This design comes from an exercise in tuning for small area, a short achievable clock period and few clock cycles per item on the open sky130 flow, not from production work. Only simulation tests tie the RTL to the original design; equivalence was not proved. Power and IR drop assume default switching activity.

## JK
## delimiter_text_splitter_core
module delimiter_text_splitter_core (
    input  logic        aclk,
    input  logic        aresetn,
    input  logic        cfg_we,
    input  logic [2:0]  cfg_addr,
    input  logic [31:0] cfg_wdata,
    input  logic        s_tvalid,
    output logic        s_tready,
    input  logic [7:0]  s_tdata,    
    input  logic        s_tlast,
    output logic        m_tvalid,
    input  logic        m_tready,
    output logic [47:0] m_tdata,    
    output logic [3:0]  m_tuser,    
    output logic        m_tlast
);
Settings: LEC_CHECK=0, CAP_MARGIN=20, CORE_MARGIN=2, CORE_UTILIZATION=25, SLEW_MARGIN=20; clock period 16.0 ns.
standard.sh (not shown) runs the stock make flow with config.mk's settings and CLKGATE_MAP_FILE= SYNTH_SCRIPT=/design/flow/synth_recipe.tcl, a recipe that flattens the netlist after the stock synthesis.
==> flow/flow/run.sh <==
#!/bin/bash
# The standard layout with buf_2 port buffers, and timing repair aimed at a
# setup slack well above zero so that the layout's paths get sized for speed.
set -euo pipefail
bash standard.sh BUFFER_PORTS_ARGS="-buffer_cell sky130_fd_sc_hd__buf_2" SETUP_SLACK_MARGIN=12.0 TNS_END_PERCENT=100 finish > standard_flow.log 2>&1
Testbench counts of JK, summed over its fixed seeds: cycles 167,081, bytes 166,651.
The inputs of MS differ from those of JK as listed below.
==> flow/flow/run.sh <==
#!/bin/bash
# The standard layout, with buf_2 cells as the port buffers instead of the default choice.
set -euo pipefail
bash standard.sh BUFFER_PORTS_ARGS="-buffer_cell sky130_fd_sc_hd__buf_2" finish > standard_flow.log 2>&1
## What came out
A classification of the worst setup path of reg2out is what JK shows, while in2reg belongs to MS.
Against JK as the reference, MS delivers a higher share of power burned in the clock network.
Diff JK -> MS | wire length | decrease of 11%
Compared with JK, in MS number of resized instances in the post-cts repair step lower; internal power consumption up about 1.1%.
More vias were needed by JK than by MS.
--- input diff MS..AL ---
==> flow/flow/run.sh <==
#!/bin/bash
# The standard layout with buf_2 port buffers, and timing repair aimed at a
# setup slack well above zero so that the layout's paths get sized for speed.
set -euo pipefail
bash standard.sh BUFFER_PORTS_ARGS="-buffer_cell sky130_fd_sc_hd__buf_2" SETUP_SLACK_MARGIN=11.5 TNS_END_PERCENT=100 finish > standard_flow.log 2>&1
Results
AL against MS: met2 track utilization from global routing has remained practically unchanged; worst setup slack before clock tree synthesis has increased; multi-input gate share of the layout cell area has increased; half-perimeter wire length after placement has decreased; cell area after layout has increased.
Utilization after layout was lower in the run labelled MS.
Going from MS to AL, total wire length after detailed routing shows a reduction of 0.84%, minimum clock period shows a reduction of 0.67 ns.
The inputs of TR differ from those of AL as listed below.
# AL
export LEC_CHECK = 0
export CAP_MARGIN = 20
export CORE_MARGIN = 2
export CORE_UTILIZATION = 25
export SLEW_MARGIN = 20
create_clock -name core_clock -period 16.0 [get_ports {aclk}]
# TR
export LEC_CHECK = 0
export CAP_MARGIN = 20
export CORE_MARGIN = 2
export CORE_UTILIZATION = 25
export SLEW_MARGIN = 70
create_clock -name core_clock -period 16.0 [get_ports {aclk}]
==> flow/run.sh (new file) <==
#!/bin/bash
# synth_recipe.tcl (not shown) runs the flow's synth.tcl, then flattens the netlist and writes it again
# the make line also repeats each setting of config.mk as NAME=value (left out here)
make -C /OpenROAD-flow-scripts/flow DESIGN_CONFIG=/design/flow/config.mk WORK_HOME=/design/flow/orfs CLKGATE_MAP_FILE= SYNTH_SCRIPT=/design/flow/synth_recipe.tcl finish
removed: flow/flow/run.sh
removed: flow/standard.sh
--- outcome ---
TR closes out successfully: all stages finished, all timing, DRC and antenna checks passed.
TR vs AL — cell area climbed by a few percent
TR: net count of the finished layout about 0.5% above AL
TR vs AL — number of vias after detailed routing climbed slightly
TR: total design power higher than AL
Re switching fraction of total power: TR is 0.31 points down on AL.
TR packs its core tighter than AL.

========
## wip/tundra
The RTL this note starts from:
==> flow/design.v <==
module dts_match (
    input  logic [31:0]  w,
    input  logic [3:0]   avail_ge,     
    input  logic [127:0] cfg_bytes,    
    input  logic [11:0]  leff,         
    output logic         match,
    output logic [1:0]   num,
    output logic [2:0]   len
);
    logic [3:0] m;
    always_comb begin
        for (int d = 0; d < 4; d++) begin
            m[d] = (leff[3*d +: 3] != 3'd0);
            for (int j = 0; j < 4; j++) begin
                if (leff[3*d +: 3] > 3'(j) &&
                    (!avail_ge[j] || w[8*j +: 8] != cfg_bytes[32*d + 8*j +: 8])) begin
                    m[d] = 1'b0;
                end
            end
        end
    end
    always_comb begin
        match = |m;
        num   = m[0] ? 2'd0 : m[1] ? 2'd1 : m[2] ? 2'd2 : 2'd3;
        len   = leff[3*num +: 3];
    end
endmodule
module delimiter_text_splitter_core (
    input  logic        aclk,
    input  logic        aresetn,
    input  logic        cfg_we,
    input  logic [2:0]  cfg_addr,
    input  logic [31:0] cfg_wdata,
    input  logic        s_tvalid,
    output logic        s_tready,
    input  logic [7:0]  s_tdata,    
    input  logic        s_tlast,
    output logic        m_tvalid,
    input  logic        m_tready,
    output logic [47:0] m_tdata,    
    output logic [3:0]  m_tuser,    
    output logic        m_tlast
);
    logic [127:0] cfg_bytes;
    logic [11:0]  cfg_lens;
    logic [2:0]   cfg_count;
    logic [11:0]  leff;
    logic [5:0]   cfg_en;
    logic [31:0]  cfg_d0, cfg_d1, cfg_d2, cfg_d3;
    logic [11:0]  cfg_d4;
    logic [2:0]   cfg_d5;
    always_comb begin
        for (int k = 0; k < 6; k++) begin
            cfg_en[k] = !aresetn || (cfg_we && cfg_addr == 3'(k));
        end
        cfg_d0 = aresetn ? cfg_wdata : 32'h0000_0A0A;
        cfg_d1 = aresetn ? cfg_wdata : 32'h0000_000A;
        cfg_d2 = aresetn ? cfg_wdata : 32'h0000_0009;
        cfg_d3 = aresetn ? cfg_wdata : 32'h0000_202E;
        cfg_d4 = aresetn ? cfg_wdata[11:0] : 12'o2112;
        cfg_d5 = aresetn ? cfg_wdata[2:0] : 3'd3;
    end
    always_ff @(posedge aclk) begin
        if (cfg_en[0]) cfg_bytes[31:0]   <= cfg_d0;
        if (cfg_en[1]) cfg_bytes[63:32]  <= cfg_d1;
        if (cfg_en[2]) cfg_bytes[95:64]  <= cfg_d2;
        if (cfg_en[3]) cfg_bytes[127:96] <= cfg_d3;
        if (cfg_en[4]) cfg_lens          <= cfg_d4;
        if (cfg_en[5]) cfg_count         <= cfg_d5;
    end
    always_comb begin
        for (int d = 0; d < 4; d++) begin
            logic [2:0] c;
            c = cfg_lens[3*d +: 3];
            if (c > 3'd4) c = 3'd4;
            if (cfg_count <= 3'(d)) c = 3'd0;
            leff[3*d +: 3] = c;
        end
    end
    logic        rdy_q;                  
    logic        in_v, in_l;
    logic [7:0]  in_d;
    logic [31:0] rb;                     
    logic [3:0]  rv, rl;                 
    logic        mr_match;               
    logic [1:0]  mr_num;
    logic [2:0]  mr_len;
    logic [1:0]  skip;
    logic [1:0]  hrun;                   
    logic        phase;                  
    logic [20:0] qr;
    logic        near;
    logic [2:0]  pr;
    logic        o_v;
    logic [19:0] o_off;
    logic [20:0] o_len;
    logic        o_hit, o_tl, o_fin;
    logic [1:0]  o_num;
    logic [19:0] nstart;                 
    logic [21:0] d0;                     
    function automatic logic [2:0] head_yield(input logic v0, input logic l0,
                                              input logic m, input logic [1:0] sk,
                                              input logic [1:0] hr, input logic ph);
        logic h;
        h = v0 && sk == 2'd0 && m && !ph;
        head_yield = {h, v0 && (h || l0), l0 && h && hr != 2'd3};
    endfunction
    logic        flush, shift, load, hit, produce, split, fin;
    logic [3:0]  avail_ge;
    logic        match;
    logic [1:0]  mnum;
    logic [2:0]  mlen;
    logic [2:0]  lx;
    logic        t_tl;
    logic [20:0] t_end;
    logic [21:0] len_raw;
    logic [20:0] t_len;
    assign flush = !in_v && (rv[3] ? rl[3] : rv[2] ? rl[2] : rv[1] ? rl[1] : rv[0] && rl[0]);
    assign {hit, produce, split} = head_yield(rv[0], rl[0], mr_match, skip, hrun, phase);
    assign fin   = rl[0] && !split;
    assign load  = (in_v || flush) && produce && !o_v;
    assign shift = (in_v || flush) && (!produce || !o_v) && !split;
    assign avail_ge = {!(rl[1] || rl[2] || rl[3]), !(rl[1] || rl[2]), !rl[1], 1'b1};
    dts_match u_match (
        .w         ({in_d, rb[31:8]}),
        .avail_ge  (avail_ge),
        .cfg_bytes (cfg_bytes),
        .leff      (leff),
        .match     (match),
        .num       (mnum),
        .len       (mlen)
    );
    always_comb begin
        logic [2:0] a4;                  
        logic [2:0] s3;
        logic [2:0] t3;
        a4      = rl[0] ? 3'd3 : rl[1] ? 3'd2 : rl[2] ? 3'd1 : 3'd0;
        t_tl    = near && (pr > a4);
        lx      = hit ? mr_len : 3'd1;
        s3      = {1'b0, d0[1:0]} + lx;
        len_raw = {s3[2] ? d0[21:2] + 20'd1 : d0[21:2], s3[1:0]};
        t_len   = len_raw[21] ? 21'd0 : len_raw[20:0];
        t3      = {1'b0, qr[1:0]} + lx;
        t_end   = {t3[2] ? qr[20:2] + 19'd1 : qr[20:2], t3[1:0]};
    end
    logic [3:0]  rv_nx, rl_nx;
    logic        mr_match_nx;
    logic [1:0]  skip_nx, hrun_nx;
    logic        phase_nx;
    logic [20:0] qr_nx;
    logic        near_nx;
    logic [2:0]  pr_nx;
    always_comb begin
        logic [2:0] a4n;
        logic [2:0] qlo;
        logic       adv;                 
        a4n         = '0;
        qlo         = '0;
        adv         = 1'b0;
        rv_nx       = rv;
        rl_nx       = rl;
        mr_match_nx = mr_match;
        skip_nx     = skip;
        hrun_nx     = hrun;
        phase_nx    = phase;
        qr_nx       = qr;
        near_nx     = near;
        pr_nx       = pr;
        if (load && split) begin
            phase_nx = 1'b1;
        end
        if (shift) begin
            rv_nx       = {in_v, rv[3:1]};
            rl_nx       = {in_v && in_l, rl[3:1]};
            mr_match_nx = match;
            phase_nx    = 1'b0;
            if (!rv[0]) begin
                skip_nx = '0;
            end else if (skip != 2'd0) begin
                skip_nx = skip - 2'd1;
            end else if (mr_match) begin
                skip_nx = 2'(mr_len - 3'd1);
            end
            if (!rv[0] || rl[0] || !hit) begin
                hrun_nx = '0;
            end else if (hrun != 2'd3) begin
                hrun_nx = hrun + 2'd1;
            end
            adv = rv[0] && !rl[0];
            a4n = rl[1] ? 3'd3 : rl[2] ? 3'd2 : rl[3] ? 3'd1 : 3'd0;
            if (adv) begin
                near_nx = near || qr == 21'h0FFFFB;
                pr_nx   = !near ? 3'd0 : (pr == 3'd4) ? 3'd4 : pr + 3'd1;
            end else begin
                near_nx = 1'b0;
                pr_nx   = 3'd0;
            end
            qlo = (pr_nx > a4n) ? a4n : pr_nx;
            if (near_nx) begin
                qr_nx = {19'h3FFFF, qlo[1:0]};
            end else if (adv) begin
                qr_nx = qr + 21'd1;
            end else begin
                qr_nx = '0;
            end
        end
        if (!aresetn) begin
            rv_nx    = '0;
            phase_nx = 1'b0;
        end
    end
    always_ff @(posedge aclk) begin
        rv    <= rv_nx;
        phase <= phase_nx;
    end
    always_ff @(posedge aclk) begin
        if (shift) begin
            rb       <= {in_d, rb[31:8]};
            mr_num   <= mnum;
            mr_len   <= mlen;
        end
        rl       <= rl_nx;
        mr_match <= mr_match_nx;
        skip     <= skip_nx;
        hrun     <= hrun_nx;
        qr       <= qr_nx;
        d0       <= {1'b0, qr_nx} - {2'b00, nstart};
        near     <= near_nx;
        pr       <= pr_nx;
    end
    logic in_v_nx, o_v_nx;
    logic [2:0] y_nx;
    assign in_v_nx = rdy_q ? s_tvalid : in_v;
    assign o_v_nx  = load || (o_v && !m_tready);
    assign y_nx    = head_yield(rv_nx[0], rl_nx[0], mr_match_nx, skip_nx, hrun_nx, phase_nx);
    always_ff @(posedge aclk) begin
        if (!aresetn) begin
            in_v  <= 1'b0;
            rdy_q <= 1'b1;
        end else begin
            in_v  <= in_v_nx;
            rdy_q <= !in_v_nx || ((!y_nx[1] || !o_v_nx) && !y_nx[0]);
        end
    end
    always_ff @(posedge aclk) begin
        if (rdy_q) begin
            in_d <= s_tdata;
            in_l <= s_tlast;
        end
    end
    always_ff @(posedge aclk) begin
        if (!aresetn) begin
            o_v    <= 1'b0;
            nstart <= '0;
        end else begin
            o_v <= o_v_nx;
            if (load) begin
                nstart <= fin ? 20'd0 : (t_end[20] ? 20'hFFFFF : t_end[19:0]);
            end
        end
    end
    always_ff @(posedge aclk) begin
        o_off <= ({20{load}} & nstart) | ({20{!load}} & o_off);
        o_len <= ({21{load}} & t_len) | ({21{!load}} & o_len);
        o_hit <= (load & hit) | (!load & o_hit);
        o_num <= ({2{load & hit}} & mr_num) | ({2{!load}} & o_num);
        o_tl  <= (load & t_tl) | (!load & o_tl);
        o_fin <= (load & fin) | (!load & o_fin);
    end
    assign s_tready = rdy_q;
    assign m_tvalid = o_v;
    assign m_tdata  = {7'd0, o_len, o_off};
    assign m_tuser  = {o_tl, o_num, o_hit};
    assign m_tlast  = o_fin;
endmodule
clock: 16.0 ns
lec_check: 0
cap_margin: 20
core_margin: 2
core_utilization: 25
cts_cluster_diameter: 80
cts_cluster_size: 30
slew_margin: 20
==> flow/flow/run.sh <==
#!/bin/bash
# The standard layout with buf_2 port buffers, and timing repair aimed at a
# setup slack well above zero so that the layout's paths get sized for speed.
set -euo pipefail
bash standard.sh BUFFER_PORTS_ARGS="-buffer_cell sky130_fd_sc_hd__buf_2" SETUP_SLACK_MARGIN=11.9 TNS_END_PERCENT=100 finish > standard_flow.log 2>&1
Both conditions hold for wip/tundra: the flow ran to the end and the final layout passed the timing, design-rule and antenna checks.
Testbench counts of wip/tundra, summed over its fixed seeds: cycles 169,958, bytes 166,651.
### wip/tundra -> wip/xenon
Settings: CTS_CLUSTER_SIZE: 30 -> 24; CORE_UTILIZATION: 25 -> 50; SLEW_MARGIN: 20 -> 60; SETUP_SLACK_MARGIN: unset -> 5; CAP_MARGIN: 20 -> 40.
==> flow/run.sh (new file) <==
#!/bin/bash
# synth_recipe.tcl (not shown) runs the flow's synth.tcl, then flattens the netlist and writes it again
# the make line also repeats each setting of config.mk as NAME=value (left out here)
make -C /OpenROAD-flow-scripts/flow DESIGN_CONFIG=/design/flow/config.mk WORK_HOME=/design/flow/orfs CLKGATE_MAP_FILE= SYNTH_SCRIPT=/design/flow/synth_recipe.tcl finish
removed: flow/flow/run.sh
removed: flow/standard.sh
## What came out
- wip/xenon against wip/tundra; initial DRC count is down by more than 10%.
- The run showing the greater maximum number of pins on one net before global-route repair is wip/tundra.
- In the reports for wip/xenon and wip/tundra, the larger met2 track demand over resource in global routing belongs to wip/xenon.
- wip/xenon: slew at the pin closest to its max-slew limit 0.43 ns below wip/tundra
- Diff wip/xenon..wip/tundra | overall power consumption | negligible
- Relative to wip/tundra, total wire length decreased by 6.9% in wip/xenon.
- In wip/xenon relative to wip/tundra, combinational power had gone down by a little under 10%.
- Changes observed in wip/xenon relative to wip/tundra: utilization has increased; aggregate global-route resource usage has increased; wire length of the first global-routing pass has decreased; clock share of power has increased.
For wip/juniper, these inputs were changed with respect to wip/xenon:
Settings: a deleted SETUP_SLACK_MARGIN that had been 5; a change of CAP_MARGIN from 40 to 20; a change of SLEW_MARGIN from 60 to 20.
==> flow/flow/run.sh (new file) <==
#!/bin/bash
# The standard layout with buf_2 port buffers, and timing repair aimed at a
# setup slack well above zero so that the layout's paths get sized for speed.
set -euo pipefail
bash standard.sh BUFFER_PORTS_ARGS="-buffer_cell sky130_fd_sc_hd__buf_2" SETUP_SLACK_MARGIN=11.9 TNS_END_PERCENT=100 finish > standard_flow.log 2>&1
==> flow/standard.sh (new file) <==
#!/bin/bash
# synth_recipe.tcl (not shown) runs the flow's synth.tcl, then flattens the netlist and writes it again
# the make line also repeats each setting of config.mk as NAME=value (left out here)
make -C /OpenROAD-flow-scripts/flow DESIGN_CONFIG=/design/flow/config.mk WORK_HOME=/design/flow/orfs CLKGATE_MAP_FILE= SYNTH_SCRIPT=/design/flow/synth_recipe.tcl "${@:-finish}"
removed: flow/run.sh
--- outcome ---
Relative to wip/xenon, the combinational power of wip/juniper is higher by about 4%. Sequential share of cell area: wip/xenon vs wip/juniper, no meaningful difference. Wire: wip/juniper routes less than wip/xenon. Worst slack on hold paths delta (wip/juniper − wip/xenon): unfavourable. Sort wip/juniper and wip/xenon by length of routed met2 wiring asc -> top: wip/xenon. Combined buffer and inverter count along the critical path: higher on wip/xenon. Taking wip/xenon as the reference, in wip/juniper detailed-route wire length per cell decreased about 2.7%, total of cells resized after clock tree synthesis increased 47, final standard cell area without fillers essentially unchanged, number of gates on the worst path with buffers counted decreased 21.
Setup changes, wip/juniper to wip/ember
Settings: a change of CTS_CLUSTER_SIZE from 24 to 32; a change of CTS_CLUSTER_DIAMETER from 80 to 60.
Diff wip/juniper and wip/ember: latest clock arrival within the worst-skew pair higher in wip/ember. In the route summary, wip/ember ends up with a via count exceeding that of wip/juniper. Final-report hold violation count came out exactly the same in wip/juniper and wip/ember. wip/ember vs. wip/juniper: wire length increased 360 um; switching power as a share of total power rose by 1.6 points; transition at the pin with the smallest max-transition slack fell by 0.039 ns. Compared with wip/juniper, wip/ember ends up with a larger final cell area. Going from wip/juniper to wip/ember, met1 routed wirelength after detailed routing shrinks by 0.35%. Count of cells along the worst hold path on wip/ember is down relative to wip/juniper.
### wip/ember -> wip/onyx
Settings: a change of CTS_CLUSTER_DIAMETER from 60 to 80; an added GPL_TIMING_DRIVEN of 1; a change of CTS_CLUSTER_SIZE from 32 to 24.
### Flow results
Diff wip/ember -> wip/onyx: period utilization held, register-to-register setup slack now sits lower.
Going from wip/ember to wip/onyx, hold slack fell 0.0066 ns, via count has decreased, final area moved down, overall power after layout fell about 13%.

## port drivers added, routing unchanged
In the flow no input, the clock included, has a driving cell. The finished layouts below were timed again as built, in two steps. Step 1: set_driving_cell puts a clkbuf_16 on aclk and a buf_2 on each other input, an assumption about the parent block. Step 2, shift: input delay + t, output delay - t, t = (earliest + latest rising clock arrival at the registers) / 2. This alone moves slack from input paths to output paths. Slacks: no drivers / after step 1 / after step 2; pairs: no drivers / after step 1.
run	shift t [ns]	slack for setup (ns)	worst register clock-pin slew, ns	worst slew at a driven data input, ns
JK	0.632	11.577 / 11.528 / 11.022	0.07 / 0.07	0.09
MS	0.569	10.910 / 10.898 / 10.329	0.06 / 0.06	0.08
AL	0.631	11.577 / 11.525 / 10.948	0.06 / 0.06	0.06
TR	0.636	11.112 / 11.058 / 10.443	0.07 / 0.07	0.11
wip/tundra	0.560	11.701 / 11.653 / 11.473	0.12 / 0.12	0.04
wip/xenon	0.556	10.757 / 10.757 / 10.757	0.10 / 0.10	0.03
wip/juniper	0.562	11.763 / 11.713 / 11.446	0.11 / 0.11	0.03
wip/ember	0.597	11.748 / 11.699 / 11.431	0.09 / 0.09	0.03
wip/onyx	0.562	11.763 / 11.713 / 11.446	0.11 / 0.11	0.03
After both steps every run listed still meets setup and hold. For TR, which loses most, drivers alone change the setup slack by -0.054 ns; drivers and shift together by -0.669 ns.
